This is an optimization exercise on Yosys and OpenROAD, whose aim is small area, a short achievable clock period and few clock cycles, not a production implementation.
The RTL was checked by simulation tests, not by an equivalence proof against the original design.
Power and IR drop assume default switching activity.

==> v11: inputs <==
// ycbcrBlockTop
module ycbcrBlockTop (
    input  logic        clk,
    input  logic        rst_n,
    input  logic        enable,
    input  logic [63:0] dataRead,
    output logic [10:0] sramRaddr,
    output logic [10:0] sramWaddr,
    output logic [63:0] dataWrite,
    output logic        wen,
    output logic        valid
);
    logic       busy;
    logic [5:0] cnt;
    logic [2:0] phv;      
    logic [5:0] wbase;    
    logic [1:0] wph;      
    assign sramRaddr = {5'd0, cnt};
    always_ff @(posedge clk) begin
        if (!rst_n) begin
            busy <= 1'b0; cnt <= 6'd0; phv <= 3'b001;
            wen <= 1'b1; valid <= 1'b0; sramWaddr <= 11'd0;
            wbase <= 6'd0; wph <= 2'd0;
        end else begin
            valid <= 1'b0;
            phv <= {phv[1:0], phv[2]};
            if (!busy) begin
                phv <= 3'b001;
                wbase <= 6'd0; wph <= 2'd0;
  ...
Settings: LEC_CHECK=0, CAP_MARGIN=20, CORE_MARGIN=2, CORE_UTILIZATION=60, CTS_CLUSTER_DIAMETER=80, CTS_CLUSTER_SIZE=20, SETUP_SLACK_MARGIN=2.6, SLEW_MARGIN=20; clock period 5.0 ns.
standard.sh (not shown) runs the stock make flow with config.mk's settings and CLKGATE_MAP_FILE= SYNTH_SCRIPT=/design/flow/synth_recipe.tcl, a recipe that flattens the netlist after the stock synthesis.
==> flow/flow/run.sh <==
#!/bin/bash
# Standard layout, with two changes:
# - between synthesis and floorplan, fixinv.py flips full adders to remove
#   the inverter pairs that Yosys's extract_fa leaves between them (logic
#   unchanged, registers untouched);
# - the port buffers that global placement inserts are buf_2 cells.
set -euo pipefail
R=orfs/results/${FLOW_PLATFORM}/ycbcrBlockTop/base
bash standard.sh synth > synth.log 2>&1
cp $R/1_2_yosys.v $R/1_2_yosys.std.v
python3 flow/fixinv.py $R/1_2_yosys.std.v $R/1_2_yosys.v > fixinv.log 2>&1
rm -f $R/1_synth.odb $R/1_synth.sdc
bash standard.sh "BUFFER_PORTS_ARGS=-buffer_cell sky130_fd_sc_hd__buf_2" finish > layout.log 2>&1
Other scripts of this flow, unchanged in this note and not shown: flow/flow/fixinv.py
==> v25: changes against v11 <==
==> flow/flow/run.sh (replaced) <==
#!/bin/bash
# Standard layout, with one netlist clean-up between synthesis and floorplan:
# fixinv.py flips full adders to remove the inverter pairs that Yosys's
# extract_fa leaves between them (logic unchanged, registers untouched).
set -euo pipefail
R=orfs/results/${FLOW_PLATFORM}/ycbcrBlockTop/base
bash standard.sh synth > synth.log 2>&1
cp $R/1_2_yosys.v $R/1_2_yosys.std.v
python3 flow/fixinv.py $R/1_2_yosys.std.v $R/1_2_yosys.v > fixinv.log 2>&1
rm -f $R/1_synth.odb $R/1_synth.sdc
bash standard.sh > layout.log 2>&1
- CORE_UTILIZATION: 60 -> 40
- CTS_CLUSTER_DIAMETER: 80 -> unset
- CTS_CLUSTER_SIZE: 20 -> unset
==> v12: changes against v11 <==
--- a/flow/design.v
+++ b/flow/design.v
@@ -207,17 +207,17 @@
         y0_s24 <= t_y0_59;
         y0_s25 <= t_y0_61;
         y0_s26 <= t_y0_63;
         y0_s27 <= t_y0_65;
         y0_s28 <= t_y0_67;
         y0_s29 <= y0_g[7];
     end
+    logic [7:0] y0_h1;
     logic [15:0] y0_sum;
     assign y0_sum = {1'b0, y0_s14, y0_s13, y0_s12, y0_s11, y0_s10, y0_s9, y0_s8, y0_s7, y0_s6, y0_s5, y0_s4, y0_s3, y0_s2, y0_s1, y0_s0} + {1'b0, y0_s29, y0_s28, y0_s27, y0_s26, y0_s25, y0_s24, y0_s23, y0_s22, y0_s21, y0_s20, y0_s19, y0_s18, y0_s17, y0_s16, y0_s15};
-    logic [7:0] y0_h1;
     assign y0_h1 = y0_sum[15:8];
     logic [7:0] y0_h2;
     logic [7:0] y0_h3;
     always_ff @(posedge clk) begin
         y0_h2 <= y0_h1;
         y0_h3 <= y0_h2;
     end
@@ -357,17 +357,17 @@
         y1_s24 <= t_y1_59;
         y1_s25 <= t_y1_61;
         y1_s26 <= t_y1_63;
         y1_s27 <= t_y1_65;
         y1_s28 <= t_y1_67;
         y1_s29 <= y1_g[7];
     end
+    logic [7:0] y1_h1;
     logic [15:0] y1_sum;
     assign y1_sum = {1'b0, y1_s14, y1_s13, y1_s12, y1_s11, y1_s10, y1_s9, y1_s8, y1_s7, y1_s6, y1_s5, y1_s4, y1_s3, y1_s2, y1_s1, y1_s0} + {1'b0, y1_s29, y1_s28, y1_s27, y1_s26, y1_s25, y1_s24, y1_s23, y1_s22, y1_s21, y1_s20, y1_s19, y1_s18, y1_s17, y1_s16, y1_s15};
-    logic [7:0] y1_h1;
     assign y1_h1 = y1_sum[15:8];
     logic [7:0] y1_h2;
     logic [7:0] y1_h3;
     always_ff @(posedge clk) begin
         y1_h2 <= y1_h1;
         y1_h3 <= y1_h2;
     end
@@ -507,17 +507,17 @@
         y2_s24 <= t_y2_59;
         y2_s25 <= t_y2_61;
         y2_s26 <= t_y2_63;
         y2_s27 <= t_y2_65;
         y2_s28 <= t_y2_67;
         y2_s29 <= y2_g[7];
     end
+    logic [7:0] y2_h1;
     logic [15:0] y2_sum;
     assign y2_sum = {1'b0, y2_s14, y2_s13, y2_s12, y2_s11, y2_s10, y2_s9, y2_s8, y2_s7, y2_s6, y2_s5, y2_s4, y2_s3, y2_s2, y2_s1, y2_s0} + {1'b0, y2_s29, y2_s28, y2_s27, y2_s26, y2_s25, y2_s24, y2_s23, y2_s22, y2_s21, y2_s20, y2_s19, y2_s18, y2_s17, y2_s16, y2_s15};
-    logic [7:0] y2_h1;
     assign y2_h1 = y2_sum[15:8];
     logic [7:0] y2_h2;
     logic [7:0] y2_h3;
     always_ff @(posedge clk) begin
         y2_h2 <= y2_h1;
         y2_h3 <= y2_h2;
     end
@@ -691,17 +691,17 @@
         cb0_s22 <= t_cb0_101;
         cb0_s23 <= t_cb0_103;
         cb0_s24 <= t_cb0_105;
         cb0_s25 <= t_cb0_107;
         cb0_s26 <= t_cb0_109;
         cb0_s27 <= t_cb0_111;
     end
+    logic [7:0] cb0_h1;
     logic [15:0] cb0_sum;
     assign cb0_sum = {cb0_s14, cb0_s13, cb0_s12, cb0_s11, cb0_s10, cb0_s9, cb0_s8, cb0_s7, cb0_s6, cb0_s5, cb0_s4, cb0_s3, cb0_s2, cb0_s1, cb0_s0, 1'b1} + {1'b1, cb0_s27, cb0_s26, cb0_s25, cb0_s24, cb0_s23, cb0_s22, cb0_s21, cb0_s20, cb0_s19, cb0_s18, cb0_s17, cb0_s16, cb0_s15, 1'b1, 1'b0};
-    logic [7:0] cb0_h1;
     assign cb0_h1 = ~cb0_sum[15:8];
     logic [7:0] cb0_h2;
     logic [7:0] cb0_h3;
     logic [7:0] cb0_h4;
     always_ff @(posedge clk) begin
         cb0_h2 <= cb0_h1;
         cb0_h3 <= cb0_h2;
@@ -877,17 +877,17 @@
         cb1_s22 <= t_cb1_101;
         cb1_s23 <= t_cb1_103;
         cb1_s24 <= t_cb1_105;
         cb1_s25 <= t_cb1_107;
         cb1_s26 <= t_cb1_109;
         cb1_s27 <= t_cb1_111;
     end
+    logic [7:0] cb1_h1;
     logic [15:0] cb1_sum;
     assign cb1_sum = {cb1_s14, cb1_s13, cb1_s12, cb1_s11, cb1_s10, cb1_s9, cb1_s8, cb1_s7, cb1_s6, cb1_s5, cb1_s4, cb1_s3, cb1_s2, cb1_s1, cb1_s0, 1'b1} + {1'b1, cb1_s27, cb1_s26, cb1_s25, cb1_s24, cb1_s23, cb1_s22, cb1_s21, cb1_s20, cb1_s19, cb1_s18, cb1_s17, cb1_s16, cb1_s15, 1'b1, 1'b0};
-    logic [7:0] cb1_h1;
     assign cb1_h1 = ~cb1_sum[15:8];
     logic [7:0] cb1_h2;
     logic [7:0] cb1_h3;
     logic [7:0] cb1_h4;
     always_ff @(posedge clk) begin
         cb1_h2 <= cb1_h1;
         cb1_h3 <= cb1_h2;
@@ -1063,17 +1063,17 @@
         cb2_s22 <= t_cb2_101;
         cb2_s23 <= t_cb2_103;
         cb2_s24 <= t_cb2_105;
         cb2_s25 <= t_cb2_107;
         cb2_s26 <= t_cb2_109;
         cb2_s27 <= t_cb2_111;
     end
+    logic [7:0] cb2_h1;
     logic [15:0] cb2_sum;
     assign cb2_sum = {cb2_s14, cb2_s13, cb2_s12, cb2_s11, cb2_s10, cb2_s9, cb2_s8, cb2_s7, cb2_s6, cb2_s5, cb2_s4, cb2_s3, cb2_s2, cb2_s1, cb2_s0, 1'b1} + {1'b1, cb2_s27, cb2_s26, cb2_s25, cb2_s24, cb2_s23, cb2_s22, cb2_s21, cb2_s20, cb2_s19, cb2_s18, cb2_s17, cb2_s16, cb2_s15, 1'b1, 1'b0};
-    logic [7:0] cb2_h1;
     assign cb2_h1 = ~cb2_sum[15:8];
     logic [7:0] cb2_h2;
     logic [7:0] cb2_h3;
     logic [7:0] cb2_h4;
     always_ff @(posedge clk) begin
         cb2_h2 <= cb2_h1;
         cb2_h3 <= cb2_h2;
@@ -1229,17 +1229,17 @@
         cr0_s24 <= t_cr0_77;
         cr0_s25 <= t_cr0_79;
         cr0_s26 <= t_cr0_81;
         cr0_s27 <= t_cr0_83;
         cr0_s28 <= t_cr0_85;
         cr0_s29 <= t_cr0_87;
     end
+    logic [7:0] cr0_h1;
     logic [15:0] cr0_sum;
     assign cr0_sum = {cr0_s14, cr0_s13, cr0_s12, cr0_s11, cr0_s10, cr0_s9, cr0_s8, cr0_s7, cr0_s6, cr0_s5, cr0_s4, cr0_s3, cr0_s2, cr0_s1, cr0_s0, 1'b1} + {cr0_s29, cr0_s28, cr0_s27, cr0_s26, cr0_s25, cr0_s24, cr0_s23, cr0_s22, cr0_s21, cr0_s20, cr0_s19, cr0_s18, cr0_s17, cr0_s16, cr0_s15, 1'b0};
-    logic [7:0] cr0_h1;
     assign cr0_h1 = ~cr0_sum[15:8];
     logic [7:0] cr0_h2;
     logic [7:0] cr0_h3;
     logic [7:0] cr0_h4;
     logic [7:0] cr0_h5;
     always_ff @(posedge clk) begin
         cr0_h2 <= cr0_h1;
@@ -1397,17 +1397,17 @@
         cr1_s24 <= t_cr1_77;
         cr1_s25 <= t_cr1_79;
         cr1_s26 <= t_cr1_81;
         cr1_s27 <= t_cr1_83;
         cr1_s28 <= t_cr1_85;
         cr1_s29 <= t_cr1_87;
     end
+    logic [7:0] cr1_h1;
     logic [15:0] cr1_sum;
     assign cr1_sum = {cr1_s14, cr1_s13, cr1_s12, cr1_s11, cr1_s10, cr1_s9, cr1_s8, cr1_s7, cr1_s6, cr1_s5, cr1_s4, cr1_s3, cr1_s2, cr1_s1, cr1_s0, 1'b1} + {cr1_s29, cr1_s28, cr1_s27, cr1_s26, cr1_s25, cr1_s24, cr1_s23, cr1_s22, cr1_s21, cr1_s20, cr1_s19, cr1_s18, cr1_s17, cr1_s16, cr1_s15, 1'b0};
-    logic [7:0] cr1_h1;
     assign cr1_h1 = ~cr1_sum[15:8];
     logic [7:0] cr1_h2;
     logic [7:0] cr1_h3;
     logic [7:0] cr1_h4;
     logic [7:0] cr1_h5;
     always_ff @(posedge clk) begin
         cr1_h2 <= cr1_h1;
@@ -1565,17 +1565,17 @@
         cr2_s24 <= t_cr2_77;
         cr2_s25 <= t_cr2_79;
         cr2_s26 <= t_cr2_81;
         cr2_s27 <= t_cr2_83;
         cr2_s28 <= t_cr2_85;
         cr2_s29 <= t_cr2_87;
     end
+    logic [7:0] cr2_h1;
     logic [15:0] cr2_sum;
     assign cr2_sum = {cr2_s14, cr2_s13, cr2_s12, cr2_s11, cr2_s10, cr2_s9, cr2_s8, cr2_s7, cr2_s6, cr2_s5, cr2_s4, cr2_s3, cr2_s2, cr2_s1, cr2_s0, 1'b1} + {cr2_s29, cr2_s28, cr2_s27, cr2_s26, cr2_s25, cr2_s24, cr2_s23, cr2_s22, cr2_s21, cr2_s20, cr2_s19, cr2_s18, cr2_s17, cr2_s16, cr2_s15, 1'b0};
-    logic [7:0] cr2_h1;
     assign cr2_h1 = ~cr2_sum[15:8];
     logic [7:0] cr2_h2;
     logic [7:0] cr2_h3;
     logic [7:0] cr2_h4;
     logic [7:0] cr2_h5;
     always_ff @(posedge clk) begin
         cr2_h2 <= cr2_h1;
- CORE_UTILIZATION: 60 -> 70
==> summary.txt <==
* Vias at approximately 17000
* Wire length on met1 at 29000 µm
* Status: finished clean
* Die area at 53100 µm²
* Clk_skew at between 0.02 and 0.03 ns
* Setup ws final at roughly 2.4 ns
* Number of fill cells at 3769
* Power per cell area at approximately 600 nW/µm²
* Post-CTS Setup Bufs at 54
* Commonest non-fill, non-tap cells in the layout: 754 x dfxtp_1, 325 x inv_1, 250 x ha_1, 193 x fa_1, 144 x buf_2
* GRT met1 Usage at between 30 and 40%
* Fmax at 383 MHz
* Initial antenna violation count at 2
-- figures above: v11

==> summary.txt <==
* Initial antenna violation count at 1
* Vias at around 18000
* Status: finished clean
* Setup ws final at between 2 and 2.5 ns
* GRT met1 Usage at between 30% and 40%
* Commonest non-fill, non-tap cells in the layout: 752 x dfxtp_1, 323 x inv_1, 245 x ha_1, 175 x fa_1, 144 x buf_2
* Clk_skew at 0.0193 ns
* Post-CTS Setup Bufs at between 60 and 70
* Fmax at a little under 400 MHz
* Die area at 45700 µm²
-- figures above: v12

==> summary.txt <==
* Post-CTS Setup Bufs at between 50 and 60
* Status: finished clean
* Power per cell area at ~630 nW/µm²
* Die area at about 80000 µm²
* GRT met1 Usage at approximately a quarter
* Vias at between 15000 and 20000
* Clk_skew at between 0.015 and 0.02 ns
* Commonest non-fill, non-tap cells in the layout: 741 x dfxtp_1, 322 x inv_1, 245 x ha_1, 167 x fa_1, 101 x a222oi_1
* Sequential cell area share at 43.9%
* Setup ws final at about 2.4 ns
* Wire length on met1 at 31100 µm
* Fmax at between 300 and 400 MHz
-- figures above: v25

Testbench counts of v11, summed over its fixed seeds: cycles 2,736.
Testbench counts of v25, summed over its fixed seeds: cycles 2,736.
Testbench counts of v12, summed over its fixed seeds: cycles 2,736.

-- afterwards: timing with drivers on the ports --
The results above use ideal ports. As a check the final layouts listed here were re-extracted and re-timed, cells and wires unchanged. Step 1: set_driving_cell puts a clkbuf_16 on clk and a buf_2 on each other input, an assumption about the parent block. Step 2, shift: input delay + t, output delay - t, t = (earliest + latest rising clock arrival at the registers) / 2. This alone moves slack from input paths to output paths. Three values: no drivers, after step 1, after step 2; two values: the first two.
| run | t (ns) | slack for setup (ns) | worst setup path after step 2 | worst data-port slew with drivers (ns) |
|---|---|---|---|---|
| v11 | 0.666 | 2.390 / 2.390 / 2.390 | register to register | 0.05 |
| v25 | 0.686 | 2.390 / 2.390 / 2.301 | input to register | 0.07 |
| v12 | 0.664 | 2.408 / 2.408 / 2.408 | register to register | 0.06 |
After both steps every run listed still meets setup and hold. The setup slack of v25, which loses most, moves by 0.000 ns with the drivers and by -0.089 ns with both steps.
